What follows belongs to an exercise in optimizing a design on an open flow for small area, a short achievable clock period and few clock cycles; a production flow would make more cautious choices.
RTL that was checked went through simulation tests only; none was proved equivalent to the original.
The RTL of run 1 was laid out without a check of its function.
No activity file was given, so power comes from the tool's default toggle rates.

==> flow/design.v <==
package sched_pkg;
    typedef enum logic [3:0] {
        OP_ADD  = 4'h0,
        OP_SUB  = 4'h1,
        OP_AND  = 4'h2,
        OP_XOR  = 4'h3,
        OP_ADDI = 4'h8,
        OP_LUI  = 4'h9                               
    } opcode_e;
    typedef struct packed {
        opcode_e                           opcode;
        logic [$clog2(8)-1:0]    rd;
        logic [$clog2(8)-1:0]    rs1;
        logic [$clog2(8)-1:0]    rs2;
        logic [2:0]                        spare;   
    } insn_reg_t;
    typedef struct packed {
        opcode_e                           opcode;
        logic [$clog2(8)-1:0]    rd;
        logic [$clog2(8)-1:0]    rs1;
        logic [5:0]                        imm;
    } insn_imm_t;
    typedef union packed {
        insn_reg_t r;
        insn_imm_t i;
    } insn_u;
    typedef struct packed {
        opcode_e                           opcode;
        logic [$clog2(8)-1:0]    rd;
        logic [$clog2(8)-1:0]    rs1;
        logic [$clog2(8)-1:0]    rs2;     
        logic [16-1:0]          imm;     
        logic                              is_imm;
        logic [8-1:0]           seq;
    } entry_t;
    typedef struct packed {
        logic [8-1:0]           seq;
        logic [$clog2(8)-1:0]    rd;
        logic [16-1:0]          value;
    } result_t;
endpackage
`timescale 1ns/1ps
module sched_top (
    input  logic               clk,
    input  logic               rst,
    input  logic               in_req,
    input  logic [15:0]        in_insn,
    input  logic               out_ack,
    output logic               in_ack,
    output logic               out_req,
    output logic [26:0]        out_result
);
    logic [15:0] rf [8];
    logic [7:0]  rs1_q, rs2_q;      
    logic [5:0]  imm_q;             
    logic        lui_q;             
    logic        sub_q, and_q, xor_q;
    logic [2:0]  rd_q;
    logic        rst_q;             
    logic        s1_v;              
    logic        s2_v;              
    logic        full;              
    logic        acc;               
    logic        mv;                
    logic [15:0] p_q, g_q;          
    logic        cin_q;
    logic [2:0]  rd_p;              
    logic [3:0]  op;
    logic [15:0] a, b, imm, p_d, g_d;
    logic        cin_d;
    logic [16:0] c;
    logic [15:0] pg_g [5];
    logic [15:0] pg_p [5];
    logic [15:0] sum;
    assign acc = in_req && !in_ack && !s1_v;
    assign mv  = s1_v && !s2_v && (!full || (out_req && out_ack));
    logic       d_def, d_reg, d_lui;
    logic [7:0] d_rs1, d_rs2;
    always_comb begin
        op    = in_insn[15:12];
        d_def = op == 4'h0 || op == 4'h1 || op == 4'h2 || op == 4'h3 || op == 4'h8 || op == 4'h9;
        d_reg = !op[3] && d_def;
        d_lui = op == 4'h9;
        d_rs1 = (d_def && !d_lui) ? (8'd1 << in_insn[8:6]) : 8'd0;
        d_rs2 = d_reg ? (8'd1 << in_insn[5:3]) : 8'd0;
    end
    always_comb begin
        a = '0;
        b = '0;
        for (int r = 0; r < 8; r++) begin
            a = a | (rf[r] & {16{rs1_q[r]}});
            b = b | (rf[r] & {16{rs2_q[r]}});
        end
        b = b | {imm_q & {6{lui_q}}, 4'd0, imm_q & {6{!lui_q}}};
        if (sub_q) b = ~b;
        p_d   = and_q ? (a & b) : (a ^ b);
        g_d   = (and_q || xor_q) ? 16'd0 : (a & b);
        cin_d = sub_q;
        g_d[0] = g_d[0] | (p_d[0] & cin_d);   
        pg_g[0] = g_q;
        pg_p[0] = p_q;
        for (int l = 1; l <= 4; l++) begin
            pg_g[l] = pg_g[l-1];
            pg_p[l] = pg_p[l-1];
            for (int i = 0; i < 16; i++) begin
                if (((i >> (l - 1)) & 1) == 1) begin
                    pg_g[l][i] = pg_g[l-1][i] | (pg_p[l-1][i] & pg_g[l-1][((i >> (l - 1)) << (l - 1)) - 1]);
                    pg_p[l][i] = pg_p[l-1][i] & pg_p[l-1][((i >> (l - 1)) << (l - 1)) - 1];
                end
            end
        end
        c   = {pg_g[4], cin_q};
        sum = p_q ^ c[15:0];
    end
    always_ff @(posedge clk) begin
        if (rst) begin
            rs1_q <= '0;
            rs2_q <= '0;
            imm_q <= '0;
            lui_q <= 1'b0;
            sub_q <= 1'b0;
            and_q <= 1'b0;
            xor_q <= 1'b0;
        end else if (!s1_v) begin
            rs1_q <= d_rs1;
            rs2_q <= d_rs2;
            imm_q <= (op == 4'h8 || d_lui) ? in_insn[5:0] : 6'd0;
            lui_q <= d_lui;
            sub_q <= op == 4'h1;
            and_q <= op == 4'h2;
            xor_q <= op == 4'h3;
        end
    end
    always_ff @(posedge clk) begin
        if (!s1_v) rd_q <= in_insn[11:9];
    end
    always_ff @(posedge clk) begin
        if (rst) begin
            p_q   <= 16'd0;
            g_q   <= 16'd0;
            cin_q <= 1'b0;
        end else if (mv) begin
            p_q   <= p_d;
            g_q   <= g_d;
            cin_q <= cin_d;
            rd_p  <= rd_q;
        end
        rst_q <= rst;
    end
    always_ff @(posedge clk) begin
        for (int r = 0; r < 8; r++) begin
            if (rst_q || (s2_v && rd_p == 3'(r))) rf[r] <= sum;
        end
    end
    always_ff @(posedge clk) begin
        if (rst) begin
            in_ack            <= 1'b0;
            s1_v              <= 1'b0;
            s2_v              <= 1'b0;
            full              <= 1'b0;
            out_req           <= 1'b0;
        end else begin
            if (acc)                    in_ack <= 1'b1;
            else if (in_ack && !in_req) in_ack <= 1'b0;
            if (acc)     s1_v <= 1'b1;
            else if (mv) s1_v <= 1'b0;
            s2_v <= mv;
            if (s2_v) begin
                full              <= 1'b1;
                out_req           <= !out_ack;
            end else if (out_req && out_ack) begin
                full    <= 1'b0;
                out_req <= 1'b0;
            end else if (full && !out_req && !out_ack) begin
                out_req <= 1'b1;
            end
        end
    end
    always_ff @(posedge clk) begin
        if (rst) out_result[26:19] <= 8'hff;        
        else     out_result[26:19] <= out_result[26:19] + {7'd0, s2_v};
        out_result[18:0] <= {rd_p, sum};
    end
endmodule
==> flow/flow/run.sh <==
#!/bin/bash
# The standard ORFS layout (the standard.sh, with config.mk's settings),
# changed in two ways through ORFS's own variables:
#  - ports are buffered with buf_4 rather than the delay cell buffer_ports
#    picks by default (footprint matching then keeps that cell from being
#    resized into a plain buffer);
#  - clock tree synthesis adds no dummy loads.
set -euo pipefail
export BUFFER_PORTS_ARGS="-buffer_cell sky130_fd_sc_hd__buf_4"
export CTS_ARGS="-sink_clustering_enable -repair_clock_nets -dont_use_dummy_load -buf_list sky130_fd_sc_hd__clkbuf_8 -sink_clustering_size 15 -sink_clustering_max_diameter 60"
bash standard.sh > standard.log 2>&1
==> flow/standard.sh <==
#!/bin/bash
# synth_recipe.tcl (not shown) runs the flow's synth.tcl, then flattens the netlist and writes it again
# the make line also repeats each setting of config.mk as NAME=value (left out here)
make -C /OpenROAD-flow-scripts/flow DESIGN_CONFIG=/design/flow/config.mk WORK_HOME=/design/flow/orfs CLKGATE_MAP_FILE= SYNTH_SCRIPT=/design/flow/synth_recipe.tcl "${@:-finish}"
==> flow/config.mk <==
export PLATFORM = sky130hd
export DESIGN_NAME = sched_top
export DESIGN_NICKNAME = sched_top
export VERILOG_FILES = /design/flow/design.v
export SDC_FILE = /design/flow/constraint.sdc
export NUM_CORES = 4
export LEC_CHECK = 0
export ABC_CLOCK_PERIOD_IN_PS = 2400
export CAP_MARGIN = 20
export CORE_MARGIN = 2
export CORE_UTILIZATION = 65
export CTS_BUF_LIST = sky130_fd_sc_hd__clkbuf_8
export CTS_CLUSTER_DIAMETER = 60
export CTS_CLUSTER_SIZE = 15
export SETUP_SLACK_MARGIN = 4.6
export SLEW_MARGIN = 20
==> flow/constraint.sdc <==
create_clock -name core_clock -period 7.0 [get_ports {clk}]
set_input_delay 1.4000 -clock core_clock [delete_from_list [all_inputs] [get_ports {clk}]]
set_output_delay 1.4000 -clock core_clock [all_outputs]
set_load 0.01 [all_outputs]
==> results of run 1 <==
power groups by stage:
stage                     Clock [uW]  Sequential [uW]  Combinational (uW)
after detailed placement           0             1590                 177
after CTS                        644             1560                 182
after floorplan                    0             1570                 107
final                            639             1560                 191
after global placement             0             1580                 173
after global routing             689             1570                 205
registers in the layout, summed over array words and instances (netlist names), 3 cells and up:
signal      count
rf            128
out_result     27
p_q            16
g_q            15
rs1_q           8
rs2_q           8
imm_q           6
rd_p            3
rd_q            3
stage by stage:
step	total power, uW	setup WS (ns)	hold slack, ns
after floorplan	1670	4.60	0.400
after global placement	1760	4.20	0.402
after detailed placement	1770	4.17	0.412
after CTS	2380	4.49	0.425
after global routing	2460	4.48	0.431
final	2390	4.46	0.433
how the worst min path moves through the flow:
stage / to / slack, ns / depth (start not counted)
5_1_grt: rd_p[1] / 0.43 / 0
2_1_floorplan: rd_p[0] / 0.40 / 0
6_report: rd_p[2] / 0.43 / 0
4_1_cts: rd_p[1] / 0.42 / 0
3_5_place_dp: rd_p[2] / 0.41 / 0
3_3_place_gp: rd_p[0] / 0.40 / 0
layout make-up:
type | count | share of cell area
clock buffer | 19 | 0.0257
inverter | 11 | 0.00406
multi-input combinational | 439 | 0.315
sequential | 225 | 0.578
tap | 180 | 0.0221
timing repair buffer | 68 | 0.0550
critical path: stages (launching register included):
cell                       delay, ns
sky130_fd_sc_hd__dfxtp_1        1.14
sky130_fd_sc_hd__a221oi_2       0.14
sky130_fd_sc_hd__xnor2_1        0.19
sky130_fd_sc_hd__ha_1           0.30
sky130_fd_sc_hd__mux2_2         0.28
sky130_fd_sc_hd__a221oi_1       0.27
sky130_fd_sc_hd__nor3_1         0.09
what timing repair did:
action	in CTS	in global routing
endpoints found under the hold margin	0	0
pin swaps	0	1
hold buffers	0	0
resized for setup	21	23
endpoints found under the setup margin	31	38
buffers inserted	3	6
placed cells by master (no fill, tap or decap), drive strengths merged, types with 8 or more instances in the layout:
| cell type | n |
|---|---|
| edfxtp | 134 |
| a22oi | 116 |
| dfxtp | 91 |
| buf | 68 |
| nor2 | 58 |
| nand2 | 25 |
| nand4 | 23 |
| ha | 22 |
| clkbuf | 19 |
| nand3 | 18 |
| xnor2 | 18 |
| a211oi | 17 |
| mux2i | 16 |
| a21oi | 16 |
| a221oi | 16 |
| a22o | 13 |
| xor2 | 13 |
| a222oi | 12 |
| inv | 11 |
| a32oi | 8 |
kinds of logic after synthesis:
logic type                 count (synthesis)  synth area share
adders and majority gates                 22            0.0297
DFF                                      225             0.631
and+or+nand+nor                          150            0.0765
xor gates and xnor gates                  31            0.0293
buffers and inverters                     64            0.0279
muxes                                     17            0.0185
AOI/OAI and AO/OA                        219             0.187
metal layers:
layer  vias to the layer above  global-route usage  share of wire
met3                       104              0.0784           0.13
met5                         -                   0              0
met1                      3349               0.472           0.37
met4                         0               0.160          0.046
met2                       501               0.546           0.46
li1                       2927                   -              -
==> impl_table.tex, run 1 <==
\begin{tabular}{lr}
\hline
Metric & Value \\
\hline
\multicolumn{2}{l}{\textbf{Critical path}} \\
Destination of the critical timing path & g\_q[0] \\
Worst endpoint data arrival time & 2.93 ns \\
Cell count of the worst reg-to-reg path & 6 \\
Endpoint class of the critical path & flop \\
Highest net fanout along the worst path & 17 \\
Origin of the worst setup path & rs2\_q[4] \\
Launch instance of the worst register-to-register path & rs2\_q[4] \\
Critical Path Start Type & flop \\
R2R Path End & g\_q[0] \\
Slack of the worst reg-to-reg path & around 4.5 ns \\
Critical path data required time & about 7.4 ns \\
Crit path kind & flop to flop \\
\multicolumn{2}{l}{\textbf{Pwr}} \\
Power per cell area & $\sim$240 nW/um\^{}2 \\
Internal power summed over all cells & roughly 1800 uW \\
Worst voltage drop across the vdd grid & a little over 0.2 mV \\
Switching part of the total & 0.241 \\
Gate power share & 0.080 \\
Sw power & $\sim$580 uW \\
Static leakage & 0.00370 uW \\
Clock power share & 0.267 \\
Register share of total power & 0.653 \\
\multicolumn{2}{l}{\textbf{Yosys}} \\
Synth warn & 4 \\
Number of library cell types mapped by synthesis & 47 \\
Register bit count reported by yosys & 225 \\
Most used standard cell by instance count after synthesis & sky130\_fd\_sc\_hd\_\_edfxtp\_1 \\
Count of flip-flops with a built-in enable after synthesis & roughly 130 \\
Ys flop type & sky130\_fd\_sc\_hd\_\_edfxtp\_1 \\
Post-Synthesis Mean Instance Area & around 13 um\^{}2 \\
Post-synthesis async set-or-reset flop share & 0 \\
Dominant cells by area after synthesis & sky130\_fd\_sc\_hd\_\_edfxtp\_1 43\%, sky130\_fd\_sc\_hd\_\_dfxtp\_1 20\%, sky130\_fd\_sc\_hd\_\_a22oi\_1 9.4\% \\
Synthesized instance count & 728 \\
Fraction of the yosys area taken by sequential cells & 0.631 \\
Top-area cell type share of the netlist area & 0.434 \\
Synthesized net count & 770 \\
Area of the mapped netlist & about 9000 um\^{}2 \\
Cell accounting for the most synthesized area & sky130\_fd\_sc\_hd\_\_edfxtp\_1 \\
Top cells by instance count after synthesis & 134 x sky130\_fd\_sc\_hd\_\_edfxtp\_1, 116 x sky130\_fd\_sc\_hd\_\_a22oi\_1, 91 x sky130\_fd\_sc\_hd\_\_dfxtp\_1 \\
\multicolumn{2}{l}{\textbf{Final layout}} \\
Proportion of layout cells with a drive suffix above 1 & 0.181 \\
Number of fillers in the final layout & $\sim$950 \\
Nets@finish & 806 \\
Final Util & 0.733 \\
Multi-input gate area in the final layout & approximately 3200 um\^{}2 \\
Layout area overhead & 9.74\% \\
Antenna fix cells & 0 \\
Post-layout instance area & slightly above 10,000 um\^{}2 \\
FF+latch area & roughly 5900 um\^{}2 \\
Non-filler cells, final & 942 \\
\multicolumn{2}{l}{\textbf{Drt}} \\
WL final & between 20,000 and 30,000 um \\
Antenna violation net count after detailed routing & 0 \\
Residual DRC & 0 \\
Number of detailed-route iterations in the first pass & 6 \\
Number of vias after detailed routing & around 6,900 \\
Iter 0 DRT Violations & between 1,000 and 1,500 \\
Wire length per cell after detailed routing & approximately 28 um \\
Via density per instance & approximately 7.3 \\
\multicolumn{2}{l}{\textbf{Global route}} \\
First-pass GRT wire length & 38,700 um \\
Number of antenna violations at the first check in global routing & 0 \\
Pin count of the biggest net entering global routing & 56 \\
Remaining Overflow, GRT & 0 \\
Vias in the first global route & $\sim$6,600 \\
GRT Util Overall & 0.351 \\
\multicolumn{2}{l}{\textbf{Placement}} \\
Cell area reported after detailed placement & 9730 um\^{}2 \\
Hpwl dp & $\sim$15,000 um \\
Routability Congestion & 0.903 \\
Placed cell count & roughly 900 \\
\# port buffers & 48 \\
\multicolumn{2}{l}{\textbf{Die}} \\
Full die area & about 15,000 um\^{}2 \\
Top-level port count & 49 \\
Num rows & between 40 and 50 \\
Chip width & about 120 um \\
Initial Utilization & 0.668 \\
Core footprint & around 14,000 um\^{}2 \\
Die Height & between 100 and 150 um \\
\multicolumn{2}{l}{\textbf{Clocking}} \\
Clock latency at the later pin of the worst-skew pair & approximately 0.53 ns \\
Root buffer cell & sky130\_fd\_sc\_hd\_\_clkbuf\_8 \\
Number of buffers created by CTS & 19 \\
Number of sinks driven by the clock tree & approximately 230 \\
TritonCTS clock tree & done \\
Total number of H-tree levels & 1 \\
Buffer depth of the longest clock path & 3 \\
Clock Pin Slew Worst Setup and Hold Paths & 0.10 ns \\
\multicolumn{2}{l}{\textbf{Worst hold path}} \\
Hold path start & rd\_q[2] \\
Worst hold path type & flop to flop \\
\multicolumn{2}{l}{\textbf{Timing}} \\
Accumulated negative setup slack & 0 ns \\
Count of final setup violators & 0 \\
Portion of the clock cycle consumed by the worst path in the final layout & 0.363 \\
Number of slew-limit violations in the final report & 0 \\
Clock tree skew after final layout & 0.0455 ns \\
Clock period minus final worst setup slack & about 2.5 ns \\
Headroom to the max-slew limit & 0.192 \\
Slew at the pin with the worst max-slew slack & approximately 1.2 ns \\
Final Hold Violating Endpoints & 0 \\
F\_max & approximately 0.39 GHz \\
Setup repair after global routing missed its margin & yes \\
\multicolumn{2}{l}{\textbf{Job}} \\
Max-cap violations & 0 \\
\multicolumn{2}{l}{\textbf{Outcome}} \\
Status & timing/DRC/antenna clean \\
\hline
\end{tabular}
==> run 2: changes to the inputs <==
--- a/flow/design.v
+++ b/flow/design.v
@@ -97,5 +97,5 @@
         g_d   = (and_q || xor_q) ? 16'd0 : (a & b);
         cin_d = sub_q;
-        g_d[0] = g_d[0] | (p_d[0] & cin_d);   
+        g_d[0] = sub_q ? (a[0] | b[0]) : g_d[0];
         pg_g[0] = g_q;
         pg_p[0] = p_q;
--- a/flow/config.mk
+++ b/flow/config.mk
@@ -6,4 +6,5 @@
 export NUM_CORES = 4
 export LEC_CHECK = 0
+export ABC_AREA = 1
 export ABC_CLOCK_PERIOD_IN_PS = 2400
 export CAP_MARGIN = 20
==> run 2 against run 1 <==
Sequential share of layout area decreased by 4.1 points. Sequential cell count unchanged. Combinational power rose by 16%. Synthesized cell count increased by 52%. Die area increased by 8.1%. Register-to-register slack better by 0.24 ns. Routed wire length down 0.36%. Largest cell class unchanged.
==> impl_table.tex, run 2 <==
\begin{tabular}{lr}
\hline
Metric & Value \\
\hline
\multicolumn{2}{l}{\textbf{Outcome}} \\
Status & timing/DRC/antenna clean (unchanged) \\
\multicolumn{2}{l}{\textbf{Yosys}} \\
Fraction of the yosys area taken by sequential cells & 0.582 (was 0.631) \\
Top cells by instance count after synthesis & 395 x sky130\_fd\_sc\_hd\_\_nand2\_1, 134 x sky130\_fd\_sc\_hd\_\_edfxtp\_1, 91 x sky130\_fd\_sc\_hd\_\_dfxtp\_1 (was 134 x sky130\_fd\_sc\_hd\_\_edfxtp\_1, 116 x sky130\_fd\_sc\_hd\_\_a22oi\_1, 91 x sky130\_fd\_sc\_hd\_\_dfxtp\_1) \\
Compound-Gate Fraction of Synth Area & 0.0935 (was 0.187) \\
Number of library cell types mapped by synthesis & 35 (was 47) \\
Main combinational cell family by area after synthesis & simple AND/OR/NAND/NOR gates (was compound AO/OA/AOI/OAI gates) \\
Register bit count reported by yosys & 225 (unchanged) \\
Area of the mapped netlist & 10,000 um\^{}2 (was 9270 um\^{}2) \\
Share of cell area taken by muxes after synthesis & 0.00896 (was 0.0185) \\
Post-Synthesis Mean Instance Area & 9.11 um\^{}2 (was 12.7 um\^{}2) \\
Dominant cells by area after synthesis & sky130\_fd\_sc\_hd\_\_edfxtp\_1 40\%, sky130\_fd\_sc\_hd\_\_dfxtp\_1 18\%, sky130\_fd\_sc\_hd\_\_nand2\_1 15\% (was sky130\_fd\_sc\_hd\_\_edfxtp\_1 43\%, sky130\_fd\_sc\_hd\_\_dfxtp\_1 20\%, sky130\_fd\_sc\_hd\_\_a22oi\_1 9.4\%) \\
Synthesized net count & 1,146 (was 770) \\
Most used standard cell by instance count after synthesis & sky130\_fd\_sc\_hd\_\_nand2\_1 (was sky130\_fd\_sc\_hd\_\_edfxtp\_1) \\
Cell accounting for the most synthesized area & sky130\_fd\_sc\_hd\_\_edfxtp\_1 (unchanged) \\
Synthesized instance count & 1,103 (was 728) \\
Ys flop type & sky130\_fd\_sc\_hd\_\_edfxtp\_1 (unchanged) \\
Area fraction in and, or, nand and nor cells after synthesis & 0.216 (was 0.0765) \\
Post-synthesis async set-or-reset flop share & 0 (unchanged) \\
Post-synthesis share of cell area spent on full adders, half adders and majority gates & 0.0286 (was 0.0297) \\
Count of flip-flops with a built-in enable after synthesis & 134 (unchanged) \\
Synth warn & 4 (unchanged) \\
Top-area cell type share of the netlist area & 0.400 (was 0.434) \\
Xor/xnor cell area share of the yosys netlist & 0.0166 (was 0.0293) \\
\multicolumn{2}{l}{\textbf{Final layout}} \\
Layout area overhead & 8.67\% (was 9.74\%) \\
Nets@finish & 1,187 (was 806) \\
Most common cell after layout, fill and taps aside & sky130\_fd\_sc\_hd\_\_nand2\_1 (was sky130\_fd\_sc\_hd\_\_edfxtp\_1) \\
Largest regs & rf: 128 flops, out\_result: 27 flops, p\_q: 16 flops (unchanged) \\
Final Util & 0.721 (was 0.733) \\
Flip-flop count of the largest register, all copies and words added & 128 (unchanged) \\
Proportion of layout cells with a drive suffix above 1 & 0.123 (was 0.181) \\
Antenna fix cells & 0 (unchanged) \\
Number of fillers in the final layout & 1,211 (was 945) \\
Leading cell types in the layout, fill and taps excluded & 395 x sky130\_fd\_sc\_hd\_\_nand2\_1, 134 x sky130\_fd\_sc\_hd\_\_edfxtp\_1, 82 x sky130\_fd\_sc\_hd\_\_a21oi\_1 (was 134 x sky130\_fd\_sc\_hd\_\_edfxtp\_1, 116 x sky130\_fd\_sc\_hd\_\_a22oi\_1, 66 x sky130\_fd\_sc\_hd\_\_dfxtp\_1) \\
Largest register by flop count & rf (unchanged) \\
\multicolumn{2}{l}{\textbf{Clocking}} \\
Clock latency at the later pin of the worst-skew pair & 0.54 ns (was 0.53 ns) \\
Total number of H-tree levels & 1 (unchanged) \\
Number of buffers created by CTS & 19 (unchanged) \\
Number of sinks driven by the clock tree & 225 (unchanged) \\
Root buffer cell & sky130\_fd\_sc\_hd\_\_clkbuf\_8 (unchanged) \\
TritonCTS clock tree & done (unchanged) \\
Clock Pin Slew Worst Setup and Hold Paths & 0.09 ns (was 0.10 ns) \\
Count of hold-fix buffers inserted at cts & 0 (unchanged) \\
Buffer depth of the longest clock path & 3 (unchanged) \\
\multicolumn{2}{l}{\textbf{Critical path}} \\
Cell breakdown of the critical path & buf\_4 (was a221oi\_2 > xnor2\_1 > ha\_1 > mux2\_2 > a221oi\_1 > nor3\_1) \\
Launch instance of the worst register-to-register path & rs2\_q[3] (was rs2\_q[4]) \\
Crit path kind & flop to output pin (was flop to flop) \\
Worst endpoint data arrival time & 0.98 ns (was 2.93 ns) \\
R2R Path End & p\_q[13] (was g\_q[0]) \\
Bufs and invs on worst path & 1 (was 0) \\
Cell count of the worst reg-to-reg path & 11 (was 6) \\
Critical Path Start Type & flop (unchanged) \\
Endpoint class of the critical path & output pin (was flop) \\
CP max-delay cell & sky130\_fd\_sc\_hd\_\_dfxtp\_1 (unchanged) \\
Critical path depth in cells & 1 (was 6) \\
Dominant delay contributor by cell family on the critical path & flip-flops (unchanged) \\
Origin of the worst setup path & out\_result[9] (was rs2\_q[4]) \\
Destination of the critical timing path & out\_result[9] (was g\_q[0]) \\
Critical path data required time & 5.60 ns (was 7.39 ns) \\
Slowest cell delay on critical path & 0.31 ns (was 1.14 ns) \\
Highest net fanout along the worst path & 1 (was 17) \\
Slack of the worst reg-to-reg path & 4.70 ns (was 4.46 ns) \\
\multicolumn{2}{l}{\textbf{Global route}} \\
Highest-utilization routing layer at the global route stage & met2 (unchanged) \\
Global routing usage on met2 & 0.498 (was 0.546) \\
Pin count of the biggest net entering global routing & 36 (was 56) \\
Remaining Overflow, GRT & 0 (unchanged) \\
Vias in the first global route & 7,072 (was 6,552) \\
Number of antenna violations at the first check in global routing & 0 (unchanged) \\
Global-route met3 utilization & 0.0478 (was 0.0784) \\
Global routing met1 resource utilization & 0.487 (was 0.472) \\
First-pass GRT wire length & 39,800 um (was 38,700 um) \\
GRT Util Overall & 0.325 (was 0.351) \\
\multicolumn{2}{l}{\textbf{Drt}} \\
Wire length per cell after detailed routing & 19.7 um (was 28.0 um) \\
Via density per instance & 5.88 (was 7.30) \\
Number of vias after detailed routing & 7,814 (was 6,881) \\
Number of detailed-route iterations in the first pass & 7 (was 6) \\
WL final & 26,300 um (was 26,400 um) \\
Iter 0 DRT Violations & 1,044 (was 1,101) \\
Antenna violation net count after detailed routing & 0 (unchanged) \\
Residual DRC & 0 (unchanged) \\
\multicolumn{2}{l}{\textbf{Timing}} \\
Clock period minus final worst setup slack & 2.38 ns (was 2.54 ns) \\
Setup repair after global routing missed its margin & yes (unchanged) \\
Count of final setup violators & 0 (unchanged) \\
Slew at the pin with the worst max-slew slack & 0.892 ns (was 1.21 ns) \\
Worst hold slack & 0.419 ns (was 0.433 ns) \\
Number of slew-limit violations in the final report & 0 (unchanged) \\
Portion of the clock cycle consumed by the worst path in the final layout & 0.340 (was 0.363) \\
Clock tree skew after final layout & 0.0514 ns (was 0.0455 ns) \\
F\_max & 0.420 GHz (was 0.394 GHz) \\
Headroom to the max-slew limit & 0.405 (was 0.192) \\
Accumulated negative setup slack & 0 ns (unchanged) \\
Final Hold Violating Endpoints & 0 (unchanged) \\
\multicolumn{2}{l}{\textbf{Worst hold path}} \\
Hold-critical path depth & 0 (unchanged) \\
Worst hold path type & flop to flop (unchanged) \\
\multicolumn{2}{l}{\textbf{Placement}} \\
\# port buffers & 48 (unchanged) \\
Hpwl dp & 16,600 um (was 15,400 um) \\
Routability Congestion & 0.889 (was 0.903) \\
\multicolumn{2}{l}{\textbf{Pwr}} \\
Worst voltage drop across the vdd grid & 0.211 mV (was 0.208 mV) \\
Power per cell area & 221 nW/um\^{}2 (was 235 nW/um\^{}2) \\
Static leakage & 0.00467 uW (was 0.00370 uW) \\
\multicolumn{2}{l}{\textbf{Die}} \\
Initial Utilization & 0.664 (was 0.668) \\
Num rows & 45 (was 43) \\
Die Height & 128 um (was 123 um) \\
Core footprint & 15,100 um\^{}2 (was 13,900 um\^{}2) \\
Chip width & 128 um (was 123 um) \\
Full die area & 16,500 um\^{}2 (was 15,200 um\^{}2) \\
Top-level port count & 49 (unchanged) \\
\multicolumn{2}{l}{\textbf{Job}} \\
Max-cap violations & 0 (unchanged) \\
\hline
\end{tabular}
==> run 2: cell families after synthesis <==
group                      count (synthesis)
and+or+nand+nor                          530
DFF                                      225
AOI/OAI and AO/OA                        171
buffers and inverters                    126
adders and majority gates                 23
xor gates and xnor gates                  19
muxes                                      9
==> run 2: power by group <==
group / leakage [uW] / switching, uW / total [uW] / internal [uW]
Sequential: 0.00212 / 51.5 / 1560 / 1510
Combinational: 0.00241 / 149 / 221 / 72.0
Clock: 0.000137 / 395 / 639 / 244
Total: 0.00467 / 595 / 2420 / 1820
==> run 2: what timing repair did <==
action,in CTS,in global routing
setup buffers,4,0
gates cloned,2,0
endpoints found under the setup margin,33,35
gates resized for setup,14,21
hold endpoints to repair,0,0
==> run 2: cell type report <==
class,count,area (um^2),area share
Sequential cell,225,5870,0.538
Multi-Input combinational cell,752,3700,0.339
Timing Repair inverter,2,12.5,0.00115
Timing Repair Buffer,71,559,0.0512
Clock buffer,19,262,0.0239
Inverter,73,283,0.0259
Tap cell,188,235,0.0215
==> run 2: how the worst min path moves through the flow <==
| stage | start | slack, ns | to |
|---|---|---|---|
| floorplan | rd_p[2] | 0.37 | out_result[18] |
| global placement | rd_p[2] | 0.39 | out_result[18] |
| detailed placement | rd_p[2] | 0.41 | out_result[18] |
| CTS | rd_p[2] | 0.43 | out_result[18] |
| finish | rd_p[2] | 0.42 | out_result[18] |
| global route | rd_q[0] | 0.44 | rd_p[0] |
==> run 2: through the flow <==
stage | total power [uW] | cells | instance area (um^2) | setup WS [ns]
4_1_cts | 2420 | 1330 | 10900 | 4.57
6_report | 2420 | 1330 | 10900 | 4.62
5_1_grt | 2500 | 1330 | 10900 | 4.59
3_3_place_gp | 1790 | 1305 | 10500 | 3.58
2_1_floorplan | 1700 | 1103 | 10000 | 4.66
3_5_place_dp | 1790 | 1305 | 10500 | 3.58
==> run 2: layer usage <==
metal  routed length (um)  vias up
met5                    0        -
met4                  772        0
met3                 2930       60
met2                11600      426
met1                11000     3588
li1                     -     3740
Testbench counts of run 2, summed over its fixed seeds: cycles 6,408.
==> run 3: changes to the inputs <==
--- a/flow/config.mk
+++ b/flow/config.mk
@@ -6,5 +6,4 @@
 export NUM_CORES = 4
 export LEC_CHECK = 0
-export ABC_AREA = 1
 export ABC_CLOCK_PERIOD_IN_PS = 2400
 export CAP_MARGIN = 20
==> run 3 against run 2 <==
Still clean. Sequential power about the same. Die area down 7.3%. Register-to-register slack worse by 0.08 ns. Sequential share of layout area up 4.1 points. Clock skew shrank 0.035 ns. Largest power group unchanged. Highest routed layer unchanged.
==> impl_table.tex, run 3 <==
\begin{tabular}{lr}
\hline
Metric & Value \\
\hline
\multicolumn{2}{l}{\textbf{Die}} \\
Die Height & 124 um (was 128 um) \\
Full die area & 15,300 um\^{}2 (was 16,500 um\^{}2) \\
Initial Utilization & 0.667 (was 0.664) \\
Chip width & 124 um (was 128 um) \\
Num rows & 43 (was 45) \\
Core footprint & 13,900 um\^{}2 (was 15,100 um\^{}2) \\
Top-level port count & 49 (unchanged) \\
\multicolumn{2}{l}{\textbf{Clocking}} \\
Root buffer cell & sky130\_fd\_sc\_hd\_\_clkbuf\_8 (unchanged) \\
Count of hold-fix buffers inserted at cts & 0 (unchanged) \\
TritonCTS clock tree & done (unchanged) \\
Clock latency at the later pin of the worst-skew pair & 0.52 ns (was 0.54 ns) \\
Total number of H-tree levels & 1 (unchanged) \\
Buffer depth of the longest clock path & 3 (unchanged) \\
Number of sinks driven by the clock tree & 225 (unchanged) \\
Clock Pin Slew Worst Setup and Hold Paths & 0.10 ns (was 0.09 ns) \\
Number of buffers created by CTS & 18 (was 19) \\
\multicolumn{2}{l}{\textbf{Critical path}} \\
Destination of the critical timing path & p\_q[9] (was out\_result[9]) \\
Slack of the worst reg-to-reg path & 4.62 ns (was 4.70 ns) \\
Critical path data required time & 7.37 ns (was 5.60 ns) \\
Critical path depth in cells & 6 (was 1) \\
Slowest cell delay on critical path & 1.02 ns (was 0.31 ns) \\
Bufs and invs on worst path & 0 (was 1) \\
Cell breakdown of the critical path & a22oi\_1 > nand4\_1 > xor2\_1 > ha\_1 > mux2i\_1 > a211oi\_1 (was buf\_4) \\
CP max-delay cell & sky130\_fd\_sc\_hd\_\_dfxtp\_1 (unchanged) \\
Launch instance of the worst register-to-register path & rs2\_q[4] (was rs2\_q[3]) \\
Crit path kind & flop to flop (was flop to output pin) \\
Cell count of the worst reg-to-reg path & 6 (was 11) \\
Endpoint class of the critical path & flop (was output pin) \\
R2R Path End & p\_q[9] (was p\_q[13]) \\
Highest net fanout along the worst path & 17 (was 1) \\
Dominant delay contributor by cell family on the critical path & flip-flops (unchanged) \\
Worst endpoint data arrival time & 2.75 ns (was 0.98 ns) \\
Critical Path Start Type & flop (unchanged) \\
Origin of the worst setup path & rs2\_q[4] (was out\_result[9]) \\
\multicolumn{2}{l}{\textbf{Drt}} \\
Number of detailed-route iterations in the first pass & 7 (unchanged) \\
Number of vias after detailed routing & 6,669 (was 7,814) \\
Iter 0 DRT Violations & 912 (was 1,044) \\
Via density per instance & 7.16 (was 5.88) \\
Antenna violation net count after detailed routing & 0 (unchanged) \\
WL final & 25,100 um (was 26,300 um) \\
Wire length per cell after detailed routing & 26.9 um (was 19.7 um) \\
Residual DRC & 0 (unchanged) \\
\multicolumn{2}{l}{\textbf{Global route}} \\
First-pass GRT wire length & 36,300 um (was 39,800 um) \\
Vias in the first global route & 6,395 (was 7,072) \\
Remaining Overflow, GRT & 0 (unchanged) \\
Pin count of the biggest net entering global routing & 56 (was 36) \\
Number of antenna violations at the first check in global routing & 0 (unchanged) \\
GRT Util Overall & 0.328 (was 0.325) \\
\multicolumn{2}{l}{\textbf{Final layout}} \\
Most common cell after layout, fill and taps aside & sky130\_fd\_sc\_hd\_\_edfxtp\_1 (was sky130\_fd\_sc\_hd\_\_nand2\_1) \\
Leading cell types in the layout, fill and taps excluded & 134 x sky130\_fd\_sc\_hd\_\_edfxtp\_1, 118 x sky130\_fd\_sc\_hd\_\_a22oi\_1, 72 x sky130\_fd\_sc\_hd\_\_dfxtp\_1 (was 395 x sky130\_fd\_sc\_hd\_\_nand2\_1, 134 x sky130\_fd\_sc\_hd\_\_edfxtp\_1, 82 x sky130\_fd\_sc\_hd\_\_a21oi\_1) \\
Largest regs & rf: 128 flops, out\_result: 27 flops, p\_q: 16 flops (unchanged) \\
Nets@finish & 797 (was 1,187) \\
Flip-flop count of the largest register, all copies and words added & 128 (unchanged) \\
Proportion of layout cells with a drive suffix above 1 & 0.161 (was 0.123) \\
Antenna fix cells & 0 (unchanged) \\
Largest register by flop count & rf (unchanged) \\
Layout area overhead & 9.27\% (was 8.67\%) \\
Post-layout instance area & 10,100 um\^{}2 (was 10,900 um\^{}2) \\
Non-filler cells, final & 932 (was 1,330) \\
\multicolumn{2}{l}{\textbf{Yosys}} \\
Post-Synthesis Mean Instance Area & 12.7 um\^{}2 (was 9.11 um\^{}2) \\
Area fraction in and, or, nand and nor cells after synthesis & 0.0765 (was 0.216) \\
Number of library cell types mapped by synthesis & 48 (was 35) \\
Xor/xnor cell area share of the yosys netlist & 0.0292 (was 0.0166) \\
Ys flop type & sky130\_fd\_sc\_hd\_\_edfxtp\_1 (unchanged) \\
Post-synthesis async set-or-reset flop share & 0 (unchanged) \\
Dominant cells by area after synthesis & sky130\_fd\_sc\_hd\_\_edfxtp\_1 43\%, sky130\_fd\_sc\_hd\_\_dfxtp\_1 20\%, sky130\_fd\_sc\_hd\_\_a22oi\_1 9.5\% (was sky130\_fd\_sc\_hd\_\_edfxtp\_1 40\%, sky130\_fd\_sc\_hd\_\_dfxtp\_1 18\%, sky130\_fd\_sc\_hd\_\_nand2\_1 15\%) \\
Synth warn & 4 (unchanged) \\
Register bit count reported by yosys & 225 (unchanged) \\
Share of cell area taken by muxes after synthesis & 0.0183 (was 0.00896) \\
Top-area cell type share of the netlist area & 0.433 (was 0.400) \\
Synthesized instance count & 729 (was 1,103) \\
Count of flip-flops with a built-in enable after synthesis & 134 (unchanged) \\
Compound-Gate Fraction of Synth Area & 0.186 (was 0.0935) \\
Cell accounting for the most synthesized area & sky130\_fd\_sc\_hd\_\_edfxtp\_1 (unchanged) \\
Main combinational cell family by area after synthesis & compound AO/OA/AOI/OAI gates (was simple AND/OR/NAND/NOR gates) \\
Fraction of the yosys area taken by sequential cells & 0.629 (was 0.582) \\
Most used standard cell by instance count after synthesis & sky130\_fd\_sc\_hd\_\_edfxtp\_1 (was sky130\_fd\_sc\_hd\_\_nand2\_1) \\
Synthesized net count & 772 (was 1,146) \\
Top cells by instance count after synthesis & 134 x sky130\_fd\_sc\_hd\_\_edfxtp\_1, 118 x sky130\_fd\_sc\_hd\_\_a22oi\_1, 91 x sky130\_fd\_sc\_hd\_\_dfxtp\_1 (was 395 x sky130\_fd\_sc\_hd\_\_nand2\_1, 134 x sky130\_fd\_sc\_hd\_\_edfxtp\_1, 91 x sky130\_fd\_sc\_hd\_\_dfxtp\_1) \\
Area of the mapped netlist & 9290 um\^{}2 (was 10,000 um\^{}2) \\
Post-synthesis share of cell area spent on full adders, half adders and majority gates & 0.0310 (was 0.0286) \\
\multicolumn{2}{l}{\textbf{Timing}} \\
Portion of the clock cycle consumed by the worst path in the final layout & 0.340 (about the same) \\
Count of final setup violators & 0 (unchanged) \\
Clock period minus final worst setup slack & 2.38 ns (about the same) \\
Number of slew-limit violations in the final report & 0 (unchanged) \\
Headroom to the max-slew limit & 0.245 (was 0.405) \\
Accumulated negative setup slack & 0 ns (unchanged) \\
Setup repair after global routing missed its margin & yes (unchanged) \\
Slew at the pin with the worst max-slew slack & 1.13 ns (was 0.892 ns) \\
F\_max & 0.420 GHz (about the same) \\
Clock tree skew after final layout & 0.0161 ns (was 0.0514 ns) \\
Final Hold Violating Endpoints & 0 (unchanged) \\
\multicolumn{2}{l}{\textbf{Pwr}} \\
Static leakage & 0.00367 uW (was 0.00467 uW) \\
Worst voltage drop across the vdd grid & 0.196 mV (was 0.211 mV) \\
Power per cell area & 234 nW/um\^{}2 (was 221 nW/um\^{}2) \\
\multicolumn{2}{l}{\textbf{Outcome}} \\
Status & timing/DRC/antenna clean (unchanged) \\
\multicolumn{2}{l}{\textbf{Placement}} \\
Routability Congestion & 0.821 (was 0.889) \\
\# port buffers & 48 (unchanged) \\
Cell area reported after detailed placement & 9690 um\^{}2 (was 10,500 um\^{}2) \\
Placed cell count & 907 (was 1,305) \\
Hpwl dp & 15,200 um (was 16,600 um) \\
\multicolumn{2}{l}{\textbf{Job}} \\
Max-cap violations & 0 (unchanged) \\
\multicolumn{2}{l}{\textbf{Worst hold path}} \\
Worst hold path type & flop to flop (unchanged) \\
\hline
\end{tabular}
run 3: cell count changes in the layout (fill, tap and decap cells not counted), sizes merged, moves of 36 or more:
cell | before | now
a21oi | 84 | 12
o21ai | 64 | 3
inv | 72 | 15
nand2 | 399 | 21
nand3 | 52 | 16
a22oi | 0 | 118
run 3: worst register-to-register path: cells and delay by family, from the launching register on:
kind	cells	cell delay [ns]
xor gates and xnor gates	1	0.31
AOI/OAI and AO/OA	2	0.34
adders and majority gates	1	0.29
DFF	1	1.02
muxes	1	0.12
and+or+nand+nor	1	0.16
run 3: cell type report:
cell class              count  area (um^2)
multi-input cells         436         3250
clock buffers              18          248
well taps                 180          225
fillers                   943         3790
inverters                  15         56.3
flip-flops and latches    225         5870
repair buffers             58          498
run 3: metal layers:
metal / up-vias / GRT usage / routed length (um)
met2: 523 / 0.510 / 11400
li1: 2899 / - / -
met3: 107 / 0.0923 / 3490
met5: - / 0 / 0
met4: 0 / 0.134 / 1090
met1: 3140 / 0.438 / 9120
run 3: stage by stage:
step | util | power, uW | hold slack [ns] | setup WS (ns)
global route | 0.728 | 2450 | 0.433 | 4.55
CTS | 0.718 | 2370 | 0.426 | 4.57
detailed placement | 0.695 | 1770 | 0.405 | 4.12
floorplan | - | 1680 | 0.400 | 4.59
finish | 0.728 | 2370 | 0.426 | 4.62
global placement | 0.695 | 1760 | 0.404 | 4.19
run 3: worst min-delay path by stage:
stage | cells after the start | to | slack (ns) | start
6_report | 0 | rd_p[1] | 0.43 | rd_q[1]
4_1_cts | 0 | rd_p[1] | 0.43 | rd_q[1]
5_1_grt | 0 | rd_p[0] | 0.43 | rd_q[0]
3_5_place_dp | 0 | rd_p[1] | 0.40 | rd_q[1]
3_3_place_gp | 0 | rd_p[1] | 0.40 | rd_q[1]
2_1_floorplan | 0 | rd_p[0] | 0.40 | rd_q[0]
run 3: what timing repair did:
action | 4_1_cts | 5_1_grt
pin swaps | 0 | 2
setup buffers | 4 | 3
setup endpoints to repair | 41 | 57
gates resized for setup | 19 | 21
run 3: where the power goes:
part           total, uW  switching [uW]  internal [uW]
Combinational        191             118           72.3
Sequential          1570            65.6           1500
Clock                613             381            232
run 3: cell families (layout without fill, tap and decap cells):
logic type | after synthesis | after routing
flops | 225 | 225
compound gates | 218 | 218
simple gates | 147 | 147
buf+inv | 68 | 91
xor+xnor | 31 | 31
fa+ha+maj | 23 | 23
mux | 17 | 17
==> run 4: changes to the inputs <==
--- a/flow/config.mk
+++ b/flow/config.mk
@@ -9,5 +9,5 @@
 export CAP_MARGIN = 20
 export CORE_MARGIN = 2
-export CORE_UTILIZATION = 65
+export CORE_UTILIZATION = 75
 export CTS_BUF_LIST = sky130_fd_sc_hd__clkbuf_8
 export CTS_CLUSTER_DIAMETER = 60
==> run 4 against run 3 <==
Hold slack hardly changed. First-iteration DRC count is 28% higher. Register-to-register slack about the same. Total power is 0.23% higher. Critical path type is now flop to output pin. Largest cell class unchanged. Clock skew increased by 0.0066 ns. Area after synthesis unchanged. Sequential share of layout area grew 0.33 points. Sequential power about the same. Synthesized cell count unchanged. Via count is 1.9% higher. Count of clock-buffer cells in the layout did not move. Global-route usage increased by 5.1 points. Highest routed layer unchanged.
==> impl_table.tex, run 4 <==
\begin{tabular}{lr}
\hline
Metric & Value \\
\hline
\multicolumn{2}{l}{\textbf{Die}} \\
Core footprint & 12,100 um\^{}2 (was 13,900 um\^{}2) \\
Full die area & 13,300 um\^{}2 (was 15,300 um\^{}2) \\
Die Height & 115 um (was 124 um) \\
Top-level port count & 49 (unchanged) \\
Initial Utilization & 0.770 (was 0.667) \\
Num rows & 40 (was 43) \\
Chip width & 115 um (was 124 um) \\
\multicolumn{2}{l}{\textbf{Clocking}} \\
Clock Pin Slew Worst Setup and Hold Paths & 0.09 ns (was 0.10 ns) \\
TritonCTS clock tree & done (unchanged) \\
Root buffer cell & sky130\_fd\_sc\_hd\_\_clkbuf\_8 (unchanged) \\
Number of sinks driven by the clock tree & 225 (unchanged) \\
Count of hold-fix buffers inserted at cts & 0 (unchanged) \\
Buffer depth of the longest clock path & 3 (unchanged) \\
Number of buffers created by CTS & 18 (unchanged) \\
Clock latency at the later pin of the worst-skew pair & 0.51 ns (was 0.52 ns) \\
Total number of H-tree levels & 1 (unchanged) \\
\multicolumn{2}{l}{\textbf{Drt}} \\
Residual DRC & 0 (unchanged) \\
Iter 0 DRT Violations & 1,163 (was 912) \\
Number of detailed-route iterations in the first pass & 9 (was 7) \\
WL final & 25,000 um (was 25,100 um) \\
Wire length per cell after detailed routing & 27.3 um (was 26.9 um) \\
Via density per instance & 7.40 (was 7.16) \\
Number of vias after detailed routing & 6,797 (was 6,669) \\
Antenna violation net count after detailed routing & 0 (unchanged) \\
\multicolumn{2}{l}{\textbf{Timing}} \\
F\_max & 0.420 GHz (about the same) \\
Clock tree skew after final layout & 0.0227 ns (was 0.0161 ns) \\
Portion of the clock cycle consumed by the worst path in the final layout & 0.340 (about the same) \\
Setup repair after global routing missed its margin & yes (unchanged) \\
Clock period minus final worst setup slack & 2.38 ns (about the same) \\
Final Hold Violating Endpoints & 0 (unchanged) \\
Slew at the pin with the worst max-slew slack & 1.09 ns (was 1.13 ns) \\
Count of final setup violators & 0 (unchanged) \\
Number of slew-limit violations in the final report & 0 (unchanged) \\
Headroom to the max-slew limit & 0.270 (was 0.245) \\
Accumulated negative setup slack & 0 ns (unchanged) \\
\multicolumn{2}{l}{\textbf{Critical path}} \\
Dominant delay contributor by cell family on the critical path & flip-flops (unchanged) \\
Worst endpoint data arrival time & 0.98 ns (was 2.75 ns) \\
Critical path data required time & 5.60 ns (was 7.37 ns) \\
Highest net fanout along the worst path & 2 (was 17) \\
Critical Path Start Type & flop (unchanged) \\
Slack of the worst reg-to-reg path & 4.63 ns (was 4.62 ns) \\
Endpoint class of the critical path & output pin (was flop) \\
Cell breakdown of the critical path & buf\_4 (was a22oi\_1 > nand4\_1 > xor2\_1 > ha\_1 > mux2i\_1 > a211oi\_1) \\
Slowest cell delay on critical path & 0.35 ns (was 1.02 ns) \\
CP max-delay cell & sky130\_fd\_sc\_hd\_\_dfxtp\_4 (was sky130\_fd\_sc\_hd\_\_dfxtp\_1) \\
Crit path kind & flop to output pin (was flop to flop) \\
Bufs and invs on worst path & 1 (was 0) \\
\multicolumn{2}{l}{\textbf{Final layout}} \\
Final Util & 0.838 (was 0.728) \\
Proportion of layout cells with a drive suffix above 1 & 0.160 (was 0.161) \\
Largest regs & rf: 128 flops, out\_result: 27 flops, p\_q: 16 flops (unchanged) \\
Most common cell after layout, fill and taps aside & sky130\_fd\_sc\_hd\_\_edfxtp\_1 (unchanged) \\
Post-layout instance area & 10,100 um\^{}2 (about the same) \\
Leading cell types in the layout, fill and taps excluded & 134 x sky130\_fd\_sc\_hd\_\_edfxtp\_1, 118 x sky130\_fd\_sc\_hd\_\_a22oi\_1, 71 x sky130\_fd\_sc\_hd\_\_dfxtp\_1 (was 134 x sky130\_fd\_sc\_hd\_\_edfxtp\_1, 118 x sky130\_fd\_sc\_hd\_\_a22oi\_1, 72 x sky130\_fd\_sc\_hd\_\_dfxtp\_1) \\
Antenna fix cells & 0 (unchanged) \\
Largest register by flop count & rf (unchanged) \\
Nets@finish & 795 (was 797) \\
Non-filler cells, final & 918 (was 932) \\
Layout area overhead & 8.77\% (was 9.27\%) \\
Flip-flop count of the largest register, all copies and words added & 128 (unchanged) \\
\multicolumn{2}{l}{\textbf{Global route}} \\
GRT Util Overall & 0.380 (was 0.328) \\
Vias in the first global route & 6,733 (was 6,395) \\
Number of antenna violations at the first check in global routing & 0 (unchanged) \\
Global-route met3 utilization & 0.126 (was 0.0923) \\
Global routing met1 resource utilization & 0.511 (was 0.438) \\
Highest-utilization routing layer at the global route stage & met2 (unchanged) \\
Global routing usage on met2 & 0.579 (was 0.510) \\
Remaining Overflow, GRT & 0 (unchanged) \\
Pin count of the biggest net entering global routing & 56 (unchanged) \\
First-pass GRT wire length & 37,300 um (was 36,300 um) \\
\multicolumn{2}{l}{\textbf{Yosys}} \\
Area of the mapped netlist & 9290 um\^{}2 (unchanged) \\
Cell accounting for the most synthesized area & sky130\_fd\_sc\_hd\_\_edfxtp\_1 (unchanged) \\
Post-Synthesis Mean Instance Area & 12.7 um\^{}2 (unchanged) \\
Top cells by instance count after synthesis & 134 x sky130\_fd\_sc\_hd\_\_edfxtp\_1, 118 x sky130\_fd\_sc\_hd\_\_a22oi\_1, 91 x sky130\_fd\_sc\_hd\_\_dfxtp\_1 (unchanged) \\
Ys flop type & sky130\_fd\_sc\_hd\_\_edfxtp\_1 (unchanged) \\
Count of flip-flops with a built-in enable after synthesis & 134 (unchanged) \\
Synthesized instance count & 729 (unchanged) \\
Most used standard cell by instance count after synthesis & sky130\_fd\_sc\_hd\_\_edfxtp\_1 (unchanged) \\
Register bit count reported by yosys & 225 (unchanged) \\
Number of library cell types mapped by synthesis & 48 (unchanged) \\
Synth warn & 4 (unchanged) \\
Post-synthesis async set-or-reset flop share & 0 (unchanged) \\
Synthesized net count & 772 (unchanged) \\
Fraction of the yosys area taken by sequential cells & 0.629 (unchanged) \\
Dominant cells by area after synthesis & sky130\_fd\_sc\_hd\_\_edfxtp\_1 43\%, sky130\_fd\_sc\_hd\_\_dfxtp\_1 20\%, sky130\_fd\_sc\_hd\_\_a22oi\_1 9.5\% (unchanged) \\
Top-area cell type share of the netlist area & 0.433 (unchanged) \\
\multicolumn{2}{l}{\textbf{Pwr}} \\
Worst voltage drop across the vdd grid & 0.247 mV (was 0.196 mV) \\
Static leakage & 0.00364 uW (was 0.00367 uW) \\
Power per cell area & 235 nW/um\^{}2 (was 234 nW/um\^{}2) \\
\multicolumn{2}{l}{\textbf{Job}} \\
Max-cap violations & 0 (unchanged) \\
\multicolumn{2}{l}{\textbf{Placement}} \\
Hpwl dp & 15,000 um (was 15,200 um) \\
\# port buffers & 48 (unchanged) \\
Cell area reported after detailed placement & 9670 um\^{}2 (was 9690 um\^{}2) \\
Routability Congestion & 0.882 (was 0.821) \\
Placed cell count & 895 (was 907) \\
\multicolumn{2}{l}{\textbf{Worst hold path}} \\
Worst hold path type & flop to flop (unchanged) \\
\multicolumn{2}{l}{\textbf{Outcome}} \\
Status & timing/DRC/antenna clean (unchanged) \\
\hline
\end{tabular}
## run 4: final timing paths
check | endpoint | cells past startpoint | from
setup / recovery | out_result[21] | 1 | out_result[21]
hold / removal | rd_p[0] | 0 | rd_q[0]
setup reg to reg | p_q[9] | 6 | rs2_q[4]
hold reg to reg | rd_p[0] | 0 | rd_q[0]
## run 4: worst reg2reg max path, delay by kind of cell (launching register included)
| kind | cells | cell delay, ns |
|---|---|---|
| AND/OR/NAND/NOR | 1 | 0.16 |
| multiplexers | 1 | 0.14 |
| XOR/XNOR | 1 | 0.28 |
| flip-flops | 1 | 1.05 |
| AO/OA/AOI/OAI | 2 | 0.33 |
| adder cells (fa/ha/maj) | 1 | 0.29 |
## run 4: layer usage
metal	part of all wire	vias to the layer above	wire, um
li1	-	2900	-
met1	0.35	3191	8730
met2	0.45	577	11200
met3	0.16	129	3920
met4	0.046	0	1160
met5	0	-	0
## run 4: logic make-up after synthesis
kind of cell             Yosys count  share of synthesized area
AO/OA/AOI/OAI                    218                      0.186
XOR/XNOR                          31                     0.0292
adder cells (fa/ha/maj)           23                     0.0310
buffers and inverters             68                     0.0295
flip-flops                       225                      0.629
multiplexers                      17                     0.0183
AND/OR/NAND/NOR                  147                     0.0765
## run 4: final cells by class
cell class / count / area (um^2)
Fill cell: 619 / 1960
Clock buffer: 18 / 248
Tap cell: 168 / 210
Sequential cell: 225 / 5880
Multi-Input combinational cell: 436 / 3270
Timing Repair Buffer: 56 / 437
Inverter: 15 / 56.3
## run 4: metrics by stage
stage | power (uW) | setup WS [ns] | hold WS (ns)
3_3_place_gp | 1760 | 4.20 | 0.406
5_1_grt | 2440 | 4.58 | 0.450
3_5_place_dp | 1770 | 4.11 | 0.405
4_1_cts | 2360 | 4.59 | 0.426
6_report | 2380 | 4.62 | 0.425
2_1_floorplan | 1680 | 4.59 | 0.400
## run 4: where the power goes
part           switching [uW]  internal [uW]
combinational             120           69.5
sequential               67.5           1500
clock                     387            232
## run 4: what timing repair did
| action | in CTS | in global routing |
|---|---|---|
| cloned | 0 | 0 |
| gates resized for setup | 17 | 20 |
| buffers inserted | 1 | 4 |
| setup endpoints to repair | 53 | 66 |
| pin swaps | 0 | 1 |
==> run 5: changes to the inputs <==
--- a/flow/config.mk
+++ b/flow/config.mk
@@ -14,3 +14,3 @@
 export CTS_CLUSTER_SIZE = 15
 export SETUP_SLACK_MARGIN = 4.6
-export SLEW_MARGIN = 20
+export SLEW_MARGIN = 60
==> run 5 against run 4 <==
Core utilization rose by 0.94 points. Cell area rose by 1.1%. Sequential power barely moved. Largest cell class unchanged. Critical path type unchanged. Largest power group unchanged. Count of clock-buffer cells in the layout did not move. Via count rose by 0.68%. Sequential cell count did not move. Clock skew fell by 0.0056 ns.
==> impl_table.tex, run 5 <==
\begin{tabular}{lr}
\hline
Metric & Value \\
\hline
\multicolumn{2}{l}{\textbf{Drt}} \\
Iter 0 DRT Violations & 1,201 (was 1,163) \\
Number of vias after detailed routing & 6,843 (was 6,797) \\
WL final & 25,500 um (was 25,000 um) \\
Number of detailed-route iterations in the first pass & 6 (was 9) \\
Wire length per cell after detailed routing & 27.8 um (was 27.3 um) \\
Via density per instance & 7.45 (was 7.40) \\
Residual DRC & 0 (unchanged) \\
Antenna violation net count after detailed routing & 0 (unchanged) \\
\multicolumn{2}{l}{\textbf{Critical path}} \\
Worst endpoint data arrival time & 0.98 ns (about the same) \\
Critical Path Start Type & flop (unchanged) \\
Critical path data required time & 5.60 ns (about the same) \\
Highest net fanout along the worst path & 4 (was 2) \\
Dominant delay contributor by cell family on the critical path & flip-flops (unchanged) \\
Cell breakdown of the critical path & buf\_6 (was buf\_4) \\
Slowest cell delay on critical path & 0.38 ns (was 0.35 ns) \\
Endpoint class of the critical path & output pin (unchanged) \\
Crit path kind & flop to output pin (unchanged) \\
Bufs and invs on worst path & 1 (unchanged) \\
CP max-delay cell & sky130\_fd\_sc\_hd\_\_dfxtp\_2 (was sky130\_fd\_sc\_hd\_\_dfxtp\_4) \\
\multicolumn{2}{l}{\textbf{Yosys}} \\
Top-area cell type share of the netlist area & 0.433 (unchanged) \\
Dominant cells by area after synthesis & sky130\_fd\_sc\_hd\_\_edfxtp\_1 43\%, sky130\_fd\_sc\_hd\_\_dfxtp\_1 20\%, sky130\_fd\_sc\_hd\_\_a22oi\_1 9.5\% (unchanged) \\
Count of flip-flops with a built-in enable after synthesis & 134 (unchanged) \\
Number of library cell types mapped by synthesis & 48 (unchanged) \\
Post-Synthesis Mean Instance Area & 12.7 um\^{}2 (unchanged) \\
Most used standard cell by instance count after synthesis & sky130\_fd\_sc\_hd\_\_edfxtp\_1 (unchanged) \\
Synthesized instance count & 729 (unchanged) \\
Area of the mapped netlist & 9290 um\^{}2 (unchanged) \\
Synthesized net count & 772 (unchanged) \\
Register bit count reported by yosys & 225 (unchanged) \\
Post-synthesis async set-or-reset flop share & 0 (unchanged) \\
Ys flop type & sky130\_fd\_sc\_hd\_\_edfxtp\_1 (unchanged) \\
Synth warn & 4 (unchanged) \\
Top cells by instance count after synthesis & 134 x sky130\_fd\_sc\_hd\_\_edfxtp\_1, 118 x sky130\_fd\_sc\_hd\_\_a22oi\_1, 91 x sky130\_fd\_sc\_hd\_\_dfxtp\_1 (unchanged) \\
Cell accounting for the most synthesized area & sky130\_fd\_sc\_hd\_\_edfxtp\_1 (unchanged) \\
Fraction of the yosys area taken by sequential cells & 0.629 (unchanged) \\
\multicolumn{2}{l}{\textbf{Clocking}} \\
TritonCTS clock tree & done (unchanged) \\
Number of sinks driven by the clock tree & 225 (unchanged) \\
Clock Pin Slew Worst Setup and Hold Paths & 0.09 ns (about the same) \\
Count of hold-fix buffers inserted at cts & 0 (unchanged) \\
Clock latency at the later pin of the worst-skew pair & 0.51 ns (about the same) \\
Root buffer cell & sky130\_fd\_sc\_hd\_\_clkbuf\_8 (unchanged) \\
Number of buffers created by CTS & 18 (unchanged) \\
Total number of H-tree levels & 1 (unchanged) \\
Buffer depth of the longest clock path & 3 (unchanged) \\
\multicolumn{2}{l}{\textbf{Pwr}} \\
Worst voltage drop across the vdd grid & 0.274 mV (was 0.247 mV) \\
Switching part of the total & 0.242 (was 0.241) \\
Static leakage & 0.00370 uW (was 0.00364 uW) \\
Internal power summed over all cells & 1810 uW (was 1800 uW) \\
Clock power share & 0.259 (was 0.260) \\
Gate power share & 0.081 (was 0.080) \\
Sw power & 577 uW (was 574 uW) \\
Sum of internal, switching and leakage power & 2380 uW (about the same) \\
Register share of total power & 0.660 (about the same) \\
Power per cell area & 233 nW/um\^{}2 (was 235 nW/um\^{}2) \\
\multicolumn{2}{l}{\textbf{Final layout}} \\
Flip-flop count of the largest register, all copies and words added & 128 (unchanged) \\
Most common cell after layout, fill and taps aside & sky130\_fd\_sc\_hd\_\_edfxtp\_1 (unchanged) \\
Proportion of layout cells with a drive suffix above 1 & 0.187 (was 0.160) \\
Layout area overhead & 10.0\% (was 8.77\%) \\
Non-filler cells, final & 918 (unchanged) \\
Nets@finish & 795 (unchanged) \\
Largest register by flop count & rf (unchanged) \\
Antenna fix cells & 0 (unchanged) \\
Largest regs & rf: 128 flops, out\_result: 27 flops, p\_q: 16 flops (unchanged) \\
Leading cell types in the layout, fill and taps excluded & 134 x sky130\_fd\_sc\_hd\_\_edfxtp\_1, 118 x sky130\_fd\_sc\_hd\_\_a22oi\_1, 63 x sky130\_fd\_sc\_hd\_\_dfxtp\_1 (was 134 x sky130\_fd\_sc\_hd\_\_edfxtp\_1, 118 x sky130\_fd\_sc\_hd\_\_a22oi\_1, 71 x sky130\_fd\_sc\_hd\_\_dfxtp\_1) \\
Final Util & 0.847 (was 0.838) \\
\multicolumn{2}{l}{\textbf{Die}} \\
Initial Utilization & 0.770 (unchanged) \\
Chip width & 115 um (unchanged) \\
Full die area & 13,300 um\^{}2 (unchanged) \\
Core footprint & 12,100 um\^{}2 (unchanged) \\
Die Height & 115 um (unchanged) \\
Top-level port count & 49 (unchanged) \\
Num rows & 40 (unchanged) \\
\multicolumn{2}{l}{\textbf{Timing}} \\
Final Hold Violating Endpoints & 0 (unchanged) \\
Headroom to the max-slew limit & 0.598 (was 0.270) \\
Portion of the clock cycle consumed by the worst path in the final layout & 0.340 (about the same) \\
Clock tree skew after final layout & 0.0171 ns (was 0.0227 ns) \\
Slew at the pin with the worst max-slew slack & 0.601 ns (was 1.09 ns) \\
F\_max & 0.420 GHz (about the same) \\
Worst hold slack & 0.418 ns (was 0.425 ns) \\
Count of final setup violators & 0 (unchanged) \\
Clock period minus final worst setup slack & 2.38 ns (about the same) \\
Setup repair after global routing missed its margin & yes (unchanged) \\
Accumulated negative setup slack & 0 ns (unchanged) \\
Number of slew-limit violations in the final report & 0 (unchanged) \\
\multicolumn{2}{l}{\textbf{Global route}} \\
GRT Util Overall & 0.386 (was 0.380) \\
Vias in the first global route & 6,765 (was 6,733) \\
Pin count of the biggest net entering global routing & 56 (unchanged) \\
Number of antenna violations at the first check in global routing & 0 (unchanged) \\
First-pass GRT wire length & 37,800 um (was 37,300 um) \\
Remaining Overflow, GRT & 0 (unchanged) \\
\multicolumn{2}{l}{\textbf{Worst hold path}} \\
Worst hold path type & flop to flop (unchanged) \\
\multicolumn{2}{l}{\textbf{Placement}} \\
Routability Congestion & 0.882 (unchanged) \\
\# port buffers & 48 (unchanged) \\
Hpwl dp & 15,300 um (was 15,000 um) \\
Placed cell count & 896 (was 895) \\
\multicolumn{2}{l}{\textbf{Outcome}} \\
Status & timing/DRC/antenna clean (unchanged) \\
\multicolumn{2}{l}{\textbf{Job}} \\
Max-cap violations & 0 (unchanged) \\
\hline
\end{tabular}
==> run 5: layer usage <==
layer / share of wire / GRT usage / vias up / wire [um]
met3: 0.16 / 0.100 / 129 / 3980
li1: - / - / 2900 / -
met1: 0.35 / 0.528 / 3202 / 8810
met2: 0.46 / 0.608 / 612 / 11700
met4: 0.041 / 0.138 / 0 / 1060
met5: 0 / 0 / - / 0
==> run 5: path summary, 6_finish.rpt <==
check,from,to,slack (ns),cells after the start
setup / recovery,out_result[24],out_result[24],4.62,1
hold / removal,rd_q[0],rd_p[0],0.42,0
setup reg to reg,rs2_q[6],g_q[0],4.70,8
hold reg to reg,rd_q[0],rd_p[0],0.42,0
==> run 5: cells by family (layout without fill, tap and decap cells) <==
kind of cell,count (synthesis),count (layout),synth area share
multiplexers,17,17,0.0183
buffers and inverters,68,89,0.0295
AND/OR/NAND/NOR,147,147,0.0765
flip-flops,225,225,0.629
XOR/XNOR,31,31,0.0292
AO/OA/AOI/OAI,218,218,0.186
adder cells (fa/ha/maj),23,23,0.0310
==> run 5: layout make-up <==
cell class | instances | area [um^2]
sequential | 225 | 5890
multi-input combinational | 436 | 3370
fill | 624 | 1850
inverter | 15 | 56.3
tap | 168 | 210
clock buffer | 18 | 248
timing repair buffer | 56 | 437
==> run 5: through the flow <==
| stage | cell area (um^2) | setup slack [ns] |
|---|---|---|
| CTS | 10100 | 4.60 |
| global placement | 9670 | 4.20 |
| floorplan | 9310 | 4.59 |
| detailed placement | 9820 | 4.15 |
| global route | 10200 | 4.58 |
| finish | 10200 | 4.62 |
==> run 5: what timing repair did <==
item,CTS,global route
resized for setup,10,16
pin swaps,0,1
buffers inserted,3,1
endpoints found under the setup margin,19,28
==> run 5: power groups by stage <==
| stage | registers [uW] | logic (uW) | clock network [uW] |
|---|---|---|---|
| 6_report | 1570 | 193 | 618 |
| 5_1_grt | 1580 | 205 | 663 |
| 4_1_cts | 1570 | 184 | 618 |
| 3_5_place_dp | 1590 | 180 | 0 |
| 3_3_place_gp | 1590 | 169 | 0 |
| 2_1_floorplan | 1570 | 108 | 0 |
==> run 6: changes to the inputs <==
--- a/flow/config.mk
+++ b/flow/config.mk
@@ -9,5 +9,5 @@
 export CAP_MARGIN = 20
 export CORE_MARGIN = 2
-export CORE_UTILIZATION = 75
+export CORE_UTILIZATION = 70
 export CTS_BUF_LIST = sky130_fd_sc_hd__clkbuf_8
 export CTS_CLUSTER_DIAMETER = 60
==> run 6 against run 5 <==
Hold slack better by 0.015 ns. Highest routed layer unchanged. Clock skew grew 0.015 ns. Setup slack got worse by 0.012 ns. Non-clock buffer count is 8 higher. Final cell count is 1.7% higher.
==> impl_table.tex, run 6 <==
\begin{tabular}{lr}
\hline
Metric & Value \\
\hline
\multicolumn{2}{l}{\textbf{Job}} \\
Max-cap violations & 0 (unchanged) \\
\multicolumn{2}{l}{\textbf{Final layout}} \\
Largest register by flop count & rf (unchanged) \\
Number of fillers in the final layout & 787 (was 624) \\
Nets@finish & 803 (was 795) \\
Flip-flop count of the largest register, all copies and words added & 128 (unchanged) \\
Layout area overhead & 11.1\% (was 10.0\%) \\
Post-layout instance area & 10,300 um\^{}2 (was 10,200 um\^{}2) \\
Proportion of layout cells with a drive suffix above 1 & 0.194 (was 0.187) \\
\multicolumn{2}{l}{\textbf{Critical path}} \\
Worst endpoint data arrival time & 0.99 ns (was 0.98 ns) \\
Highest net fanout along the worst path & 2 (was 4) \\
Critical Path Start Type & flop (unchanged) \\
Cell breakdown of the critical path & buf\_6 (unchanged) \\
\multicolumn{2}{l}{\textbf{Timing}} \\
Accumulated negative setup slack & 0 ns (unchanged) \\
Count of final setup violators & 0 (unchanged) \\
F\_max & 0.418 GHz (was 0.420 GHz) \\
Final Hold Violating Endpoints & 0 (unchanged) \\
Clock tree skew after final layout & 0.0318 ns (was 0.0171 ns) \\
\multicolumn{2}{l}{\textbf{Drt}} \\
Iter 0 DRT Violations & 1,029 (was 1,201) \\
Via density per instance & 7.15 (was 7.45) \\
Number of vias after detailed routing & 6,678 (was 6,843) \\
\multicolumn{2}{l}{\textbf{Pwr}} \\
Worst voltage drop across the vdd grid & 0.212 mV (was 0.274 mV) \\
Switching part of the total & 0.242 (about the same) \\
Power per cell area & 231 nW/um\^{}2 (was 233 nW/um\^{}2) \\
Clock power share & 0.260 (was 0.259) \\
Internal power summed over all cells & 1810 uW (about the same) \\
\multicolumn{2}{l}{\textbf{Clocking}} \\
Number of buffers created by CTS & 18 (unchanged) \\
Buffer depth of the longest clock path & 3 (unchanged) \\
Clock latency at the later pin of the worst-skew pair & 0.53 ns (was 0.51 ns) \\
\multicolumn{2}{l}{\textbf{Worst hold path}} \\
Hold EP & rd\_p[2] (was rd\_p[0]) \\
\multicolumn{2}{l}{\textbf{Die}} \\
Chip width & 119 um (was 115 um) \\
Die Height & 119 um (was 115 um) \\
Core footprint & 13,100 um\^{}2 (was 12,100 um\^{}2) \\
\multicolumn{2}{l}{\textbf{Outcome}} \\
Status & timing/DRC/antenna clean (unchanged) \\
\multicolumn{2}{l}{\textbf{Yosys}} \\
Area fraction in and, or, nand and nor cells after synthesis & 0.0765 (unchanged) \\
\hline
\end{tabular}
-- run 6: per-layer routing --
layer	GRT usage	wire (um)	vias up
met5	0	0	-
met4	0.124	879	0
met3	0.0905	3400	100
met2	0.545	11600	500
met1	0.484	9210	3159
li1	-	-	2919
-- run 6: cells by family after synthesis --
kind of cell / Yosys count
muxes: 17
adders and majority gates: 23
xor gates and xnor gates: 31
and+or+nand+nor: 147
AOI/OAI and AO/OA: 218
DFF: 225
buffers and inverters: 68
-- run 6: cell type report --
class / count / area (um^2) / share of cell area
tap: 176 / 220 / 0.0213
inverter: 15 / 56.3 / 0.00546
multi-input combinational: 436 / 3370 / 0.327
sequential: 225 / 5890 / 0.571
clock buffer: 18 / 248 / 0.0240
timing repair buffer: 64 / 532 / 0.0515
-- run 6: power groups by stage --
stage | Clock, uW | Combinational (uW) | Sequential [uW]
global route | 671 | 213 | 1580
detailed placement | 0 | 180 | 1600
CTS | 619 | 186 | 1560
finish | 620 | 197 | 1570
floorplan | 0 | 108 | 1570
global placement | 0 | 170 | 1590
-- run 6: stage by stage --
stage	utilization	total power [uW]	setup WS, ns	hold slack (ns)	std cells
after floorplan	-	1680	4.59	0.400	729
after global placement	0.740	1760	4.19	0.408	903
after detailed placement	0.752	1780	4.14	0.412	904
after CTS	0.776	2370	4.60	0.433	928
after global routing	0.788	2460	4.59	0.437	934
final	0.788	2390	4.61	0.433	934
-- run 6: worst max-delay path by stage --
stage | start | endpoint | slack, ns | cells past startpoint
global route | out_result[26] | out_result[26] | 4.59 | 1
global placement | out_ack | g_q[8] | 4.19 | 6
CTS | out_result[19] | out_result[19] | 4.60 | 1
finish | out_result[22] | out_result[22] | 4.61 | 1
detailed placement | out_ack | g_q[2] | 4.14 | 7
floorplan | out_ack | g_q[10] | 4.59 | 7
-- run 6: repair_timing --
item                                    in CTS  in global routing
gates cloned                                 0                  0
gates resized for setup                     12                 16
endpoints found under the setup margin      22                 41
pin swaps                                    0                  2
setup buffers                                6                  6

## separate check: timing with driven ports
The results above use ideal ports. As a check the final layouts listed here were re-extracted and re-timed, cells and wires unchanged.
Step 1, drivers: a clkbuf_16 drives clk and a buf_2 each remaining input, both assumed.
Step 2 times the ports against the registers' clock, not the clock port: input delays grow and output delays shrink by t, the midpoint of the rising clock arrivals with the driver on.
Three values: ideal ports, drivers, drivers and shift; two values: the first two.
run | shift t [ns] | setup WS [ns]
run 1 | 0.542 | 4.461 / 4.461 / 4.192
run 2 | 0.550 | 4.622 / 4.580 / 4.150
run 3 | 0.545 | 4.619 / 4.592 / 4.215
run 4 | 0.538 | 4.621 / 4.586 / 4.212
run 5 | 0.534 | 4.617 / 4.582 / 4.171
run 6 | 0.552 | 4.605 / 4.568 / 4.145
After both steps setup and hold are still met in every run listed.
